Context: an optimization exercise on an open-source flow, tuned for small area. The choices shown serve that exercise and are no tape-out recipe.
In this exercise RTL edits were held to simulation tests only and were not proved equivalent to the original.
Power and IR drop assume default switching activity.

==> inputs of build 89 <==
## reg_bank
module reg_bank
#(
    parameter int DATA_W   = 32,
    parameter int ADDR_W   = 5,
    parameter int SP_IDX   = reg_bank_pkg::SP_IDX_DEF,
    parameter int SP_RESET = reg_bank_pkg::SP_RESET_DEF
) (
    input  logic              clk,
    input  logic              reset,
    input  logic              reg_wr,
    input  logic [ADDR_W-1:0] wr_addr,
    input  logic [DATA_W-1:0] wr_data,
    input  logic [ADDR_W-1:0] rd_addr_a,
    input  logic [ADDR_W-1:0] rd_addr_b,
    output logic [DATA_W-1:0] rd_data_a,
    output logic [DATA_W-1:0] rd_data_b
);
==> module rb_aoi222, before the edit <==
module rb_aoi222 (input logic a1, a2, b1, b2, c1, c2, output logic y);
    assign y = ~((a1 & a2) | (b1 & b2) | (c1 & c2));
endmodule
==> module rb_aoi21, before the edit <==
module rb_aoi21 (input logic a1, a2, b1, output logic y);
    assign y = ~((a1 & a2) | b1);
endmodule
==> module rb_nand2, before the edit <==
module rb_nand2 (input logic a, b, output logic y);
    assign y = ~(a & b);
endmodule
==> module rb_nand3, before the edit <==
module rb_nand3 (input logic a, b, c, output logic y);
    assign y = ~(a & b & c);
endmodule
==> module rb_nand4, before the edit <==
module rb_nand4 (input logic a, b, c, d, output logic y);
    assign y = ~(a & b & c & d);
endmodule
==> module rb_or3, before the edit <==
module rb_or3 (input logic a, b, c, output logic y);
    assign y = a | b | c;
endmodule
==> module rb_rdsel, before the edit <==
module rb_rdsel
#(
    parameter int ADDR_W = 5,
    parameter int SP_IDX = reg_bank_pkg::SP_IDX_DEF,
    localparam int NREG  = 1 << ADDR_W
) (
    input  logic [ADDR_W-1:0] addr,
    input  logic [NREG-1:1]   valid,
    output logic [NREG-1:1]   sel,
    output logic              sp_rst
);
    always_comb begin
        for (int i = 1; i < NREG; i++)
            sel[i] = (addr == ADDR_W'(i)) && valid[i];
        sp_rst = (addr == ADDR_W'(SP_IDX)) && !valid[SP_IDX];
    end
endmodule
==> module rb_rdbit, before the edit <==
module rb_rdbit
#(
    parameter bit SP_BIT = 1'b0
) (
    input  logic [31:1] sel,
    input  logic [31:1] r,
    input  logic        sp_rst,
    output logic        y
);
    logic [10:0] t;
    logic [2:0]  n;
    for (genvar g = 0; g < 10; g++) begin : g_aoi
        rb_aoi222 u (.a1(sel[3*g+1]), .a2(r[3*g+1]),
                     .b1(sel[3*g+2]), .b2(r[3*g+2]),
                     .c1(sel[3*g+3]), .c2(r[3*g+3]), .y(t[g]));
    end
    if (SP_BIT) begin : g_sp
        rb_aoi21 u (.a1(sel[31]), .a2(r[31]), .b1(sp_rst), .y(t[10]));
    end else begin : g_nsp
        rb_nand2 u (.a(sel[31]), .b(r[31]), .y(t[10]));
    end
    rb_nand4 u_n0 (.a(t[0]), .b(t[1]), .c(t[2]), .d(t[3]), .y(n[0]));
    rb_nand4 u_n1 (.a(t[4]), .b(t[5]), .c(t[6]), .d(t[7]), .y(n[1]));
    rb_nand3 u_n2 (.a(t[8]), .b(t[9]), .c(t[10]), .y(n[2]));
    rb_or3   u_o  (.a(n[0]), .b(n[1]), .c(n[2]), .y(y));
endmodule
==> module reg_bank_rdport, before the edit <==
module reg_bank_rdport
#(
    parameter int DATA_W   = 32,
    parameter int ADDR_W   = 5,
    parameter int SP_IDX   = reg_bank_pkg::SP_IDX_DEF,
    parameter int SP_RESET = reg_bank_pkg::SP_RESET_DEF,
    localparam int NREG    = 1 << ADDR_W
) (
    input  logic                           clk,
    input  logic                           reset,
    input  logic [NREG-1:1][DATA_W-1:0]    regs,
    input  logic [NREG-1:1]                valid,
    input  logic [ADDR_W-1:0]              rd_addr,
    output logic [DATA_W-1:0]              rd_data
);
    logic [NREG-1:1]   sel;
    logic              sp_rst;
    logic [DATA_W-1:0] rd_data_d, rd_data_q;
    rb_rdsel #(.ADDR_W(ADDR_W), .SP_IDX(SP_IDX)) u_sel (
        .addr   (rd_addr),
        .valid  (valid),
        .sel    (sel),
        .sp_rst (sp_rst)
    );
    localparam logic [DATA_W-1:0] SP_VAL = DATA_W'(SP_RESET);
    for (genvar k = 0; k < DATA_W; k++) begin : g_bit
        logic [NREG-1:1] col;
        for (genvar i = 1; i < NREG; i++) begin : g_col
            assign col[i] = regs[i][k];
        end
        rb_rdbit #(.SP_BIT(SP_VAL[k])) u_bit (
            .sel    (sel),
            .r      (col),
            .sp_rst (sp_rst),
            .y      (rd_data_d[k])
        );
    end
    always_ff @(posedge clk or negedge reset) begin
        if (!reset) rd_data_q <= '0;
        else        rd_data_q <= rd_data_d;
    end
    assign rd_data = rd_data_q;
endmodule
==> module reg_bank, before the edit <==
module reg_bank
#(
    parameter int DATA_W   = 32,
    parameter int ADDR_W   = 5,
    parameter int SP_IDX   = reg_bank_pkg::SP_IDX_DEF,
    parameter int SP_RESET = reg_bank_pkg::SP_RESET_DEF
) (
    input  logic              clk,
    input  logic              reset,
    input  logic              reg_wr,
    input  logic [ADDR_W-1:0] wr_addr,
    input  logic [DATA_W-1:0] wr_data,
    input  logic [ADDR_W-1:0] rd_addr_a,
    input  logic [ADDR_W-1:0] rd_addr_b,
    output logic [DATA_W-1:0] rd_data_a,
    output logic [DATA_W-1:0] rd_data_b
);
    localparam int NREG = 1 << ADDR_W;
    logic [NREG-1:1][DATA_W-1:0] regs_q;
    logic [NREG-1:1]             valid_q;
    logic [NREG-1:1]             we;
    always_comb begin
        for (int i = 1; i < NREG; i++)
            we[i] = reg_wr && (wr_addr == ADDR_W'(i));
    end
    always_ff @(posedge clk) begin
        for (int i = 1; i < NREG; i++)
            if (we[i]) regs_q[i] <= wr_data;
    end
    always_ff @(posedge clk or negedge reset) begin
        if (!reset) valid_q <= '0;
        else        valid_q <= valid_q | we;
    end
    reg_bank_rdport #(.DATA_W(DATA_W), .ADDR_W(ADDR_W), .SP_IDX(SP_IDX), .SP_RESET(SP_RESET)) u_rd_a (
        .clk     (clk),
        .reset   (reset),
        .regs    (regs_q),
        .valid   (valid_q),
        .rd_addr (rd_addr_a),
        .rd_data (rd_data_a)
    );
    reg_bank_rdport #(.DATA_W(DATA_W), .ADDR_W(ADDR_W), .SP_IDX(SP_IDX), .SP_RESET(SP_RESET)) u_rd_b (
        .clk     (clk),
        .reset   (reset),
        .regs    (regs_q),
        .valid   (valid_q),
        .rd_addr (rd_addr_b),
        .rd_data (rd_data_b)
    );
endmodule
Settings: LEC_CHECK=0, CAP_MARGIN=0, CORE_MARGIN=2, CORE_UTILIZATION=40, SLEW_MARGIN=0, SYNTH_HIERARCHICAL=1, SYNTH_MINIMUM_KEEP_SIZE=0; clock period 4.0 ns.
standard.sh (not shown) runs the stock make flow with config.mk's settings and CLKGATE_MAP_FILE= SYNTH_SCRIPT=/design/flow/synth_recipe.tcl, a recipe that flattens the netlist after the stock synthesis.
==> flow/flow/run.sh <==
#!/bin/bash
# Layout flow: the standard flow (standard.sh) with a clock tree built
# from larger clusters of clkbuf_16 and no dummy loads, minimum-size port
# buffers. The ORFS logs are in orfs/logs; the make output goes to
# standard.log.
set -o pipefail
export CTS_ARGS="-sink_clustering_enable -repair_clock_nets -dont_use_dummy_load -buf_list sky130_fd_sc_hd__clkbuf_16 -sink_clustering_size 28 -sink_clustering_max_diameter 120"
export BUFFER_PORTS_ARGS="-buffer_cell sky130_fd_sc_hd__buf_1"
export EARLY_SIZING_CAP_RATIO=20
bash standard.sh > standard.log 2>&1
==> trial 44: changes against build 89 <==
==> flow/design.v (replaced) <==
package reg_bank_pkg;
    localparam int REG_ZERO     = 0;
    localparam int REG_RA       = 31;
    localparam int SP_IDX_DEF   = 29;
    localparam int SP_RESET_DEF = 227;
    typedef enum logic [1:0] {
        DST_RT = 2'd0,
        DST_RD = 2'd1,
        DST_RA = 2'd2
    } dst_sel_e;
    function automatic logic [4:0] dst_index(input dst_sel_e sel,
                                             input logic [4:0] rt,
                                             input logic [4:0] rd);
        case (sel)
            DST_RT:  dst_index = rt;
            DST_RD:  dst_index = rd;
            DST_RA:  dst_index = 5'(REG_RA);
            default: dst_index = 5'(REG_ZERO);
        endcase
    endfunction
endpackage
module reg_bank_rdport
#(
    parameter int DATA_W = 32,
    parameter int ADDR_W = 5,
    localparam int NREG  = 1 << ADDR_W
) (
    input  logic                           clk,
    input  logic                           reset,
    input  logic [NREG-1:0][DATA_W-1:0]    regs,
    input  logic [ADDR_W-1:0]              rd_addr,
    input  logic                           reg_wr,
    input  logic [ADDR_W-1:0]              wr_addr,
    input  logic [DATA_W-1:0]              wr_data,
    output logic [DATA_W-1:0]              rd_data
);
    logic [DATA_W-1:0] rd_data_d, rd_data_q;
    logic              hit;
    logic unused_wr;
    assign unused_wr = ^{reg_wr, wr_addr, wr_data};
    assign hit       = 1'b0;
    always_comb begin
        rd_data_d = regs[rd_addr];
        if (hit) rd_data_d = wr_data;
    end
    always_ff @(posedge clk or negedge reset) begin
        if (!reset) rd_data_q <= '0;
        else        rd_data_q <= rd_data_d;
    end
    assign rd_data = rd_data_q;
endmodule
module reg_bank
#(
    parameter int DATA_W   = 32,
    parameter int ADDR_W   = 5,
    parameter int SP_IDX   = reg_bank_pkg::SP_IDX_DEF,
    parameter int SP_RESET = reg_bank_pkg::SP_RESET_DEF
) (
    input  logic              clk,
    input  logic              reset,
    input  logic              reg_wr,
    input  logic [ADDR_W-1:0] wr_addr,
    input  logic [DATA_W-1:0] wr_data,
    input  logic [ADDR_W-1:0] rd_addr_a,
    input  logic [ADDR_W-1:0] rd_addr_b,
    output logic [DATA_W-1:0] rd_data_a,
    output logic [DATA_W-1:0] rd_data_b
);
    localparam int NREG = 1 << ADDR_W;
    logic [NREG-1:0][DATA_W-1:0] regs_d, regs_q;
    always_comb begin
        regs_d = regs_q;
        if (reg_wr && (wr_addr != ADDR_W'(reg_bank_pkg::REG_ZERO))) regs_d[wr_addr] = wr_data;
        regs_d[reg_bank_pkg::REG_ZERO] = '0;
    end
    always_ff @(posedge clk or negedge reset) begin
        if (!reset) begin
            for (int i = 0; i < NREG; i++)
                regs_q[i] <= (i == SP_IDX && i != reg_bank_pkg::REG_ZERO) ? DATA_W'(SP_RESET) : '0;
        end else begin
            regs_q <= regs_d;
        end
    end
    reg_bank_rdport #(.DATA_W(DATA_W), .ADDR_W(ADDR_W)) u_rd_a (
        .clk     (clk),
        .reset   (reset),
        .regs    (regs_q),
        .rd_addr (rd_addr_a),
        .reg_wr  (reg_wr),
        .wr_addr (wr_addr),
        .wr_data (wr_data),
        .rd_data (rd_data_a)
    );
    reg_bank_rdport #(.DATA_W(DATA_W), .ADDR_W(ADDR_W)) u_rd_b (
        .clk     (clk),
        .reset   (reset),
        .regs    (regs_q),
        .rd_addr (rd_addr_b),
        .reg_wr  (reg_wr),
        .wr_addr (wr_addr),
        .wr_data (wr_data),
        .rd_data (rd_data_b)
    );
endmodule
==> flow/run.sh (new file) <==
#!/bin/bash
# synth_recipe.tcl (not shown) runs the flow's synth.tcl, then flattens the netlist and writes it again
# the make line also repeats each setting of config.mk as NAME=value (left out here)
make -C /OpenROAD-flow-scripts/flow DESIGN_CONFIG=/design/flow/config.mk WORK_HOME=/design/flow/orfs CLKGATE_MAP_FILE= SYNTH_SCRIPT=/design/flow/synth_recipe.tcl finish
CAP_MARGIN = 20   (was 0)
SLEW_MARGIN = 20   (was 0)
SYNTH_HIERARCHICAL = not set   (was 1)
SYNTH_MINIMUM_KEEP_SIZE = not set   (was 0)
removed: flow/flow/run.sh
removed: flow/standard.sh
==> trial 64: changes against build 89 <==
==> flow/flow/run.sh (replaced) <==
#!/bin/bash
# Layout flow: the standard flow (standard.sh) with a clock tree built
# from larger clusters of clkbuf_16 and no dummy loads, minimum-size port
# buffers. The ORFS logs are in orfs/logs; the make output goes to
# standard.log.
set -o pipefail
export CTS_ARGS="-sink_clustering_enable -repair_clock_nets -dont_use_dummy_load -buf_list sky130_fd_sc_hd__clkbuf_16 -sink_clustering_size 28 -sink_clustering_max_diameter 60"
export BUFFER_PORTS_ARGS="-buffer_cell sky130_fd_sc_hd__buf_1"
bash standard.sh > standard.log 2>&1
==> run summary <==
In trial 64 the via count is lower than in trial 44, by 12%.
Synthesized area: trial 44 is higher than build 89 (32%).
Against trial 44, the sequential power of build 89 is lower by 16%.
Sequential cell count: trial 44 is lower than trial 64 (31).
Non-clock buffer count is the same in build 89 and trial 64.
Core utilization, highest first: trial 44, trial 64, build 89.
Between build 89 and trial 44, the lower worst setup slack is in trial 44 (gap 0.21 ns).
Between trial 64 and trial 44, the lower wire length is in trial 64 (gap about 9%, measured against trial 44).

[static timing again, ports no longer ideal]
No port has a modelled driver above. Below, the same layouts with a new extraction and two added sets of constraints. Step 1: set_driving_cell puts a clkbuf_16 on clk and a buf_2 on each other input, an assumption about the parent block. Step 2 also shifts input and output timing later by t, the mid clock arrival at the registers, as if the neighbouring blocks saw the same clock. Three values: no drivers, after step 1, after step 2; two values: the first two.
run	t, ns	setup WS [ns]	clock arrival spread, ns	worst register clock-pin slew, ns	cell pins on the clock port's net
build 89	0.697	0.978 / 1.002 / 0.305	0.037 / 0.037	0.12 / 0.12	1
trial 44	0.810	0.765 / 0.810 / -0.001	0.039 / 0.039	0.07 / 0.07	1
trial 64	0.702	0.963 / 0.985 / 0.283	0.091 / 0.092	0.10 / 0.10	1
Met with ideal ports but missed after step 2: setup timing in trial 44. The setup slack of trial 44, which loses most, moves by +0.045 ns with the drivers and by -0.766 ns with both steps.
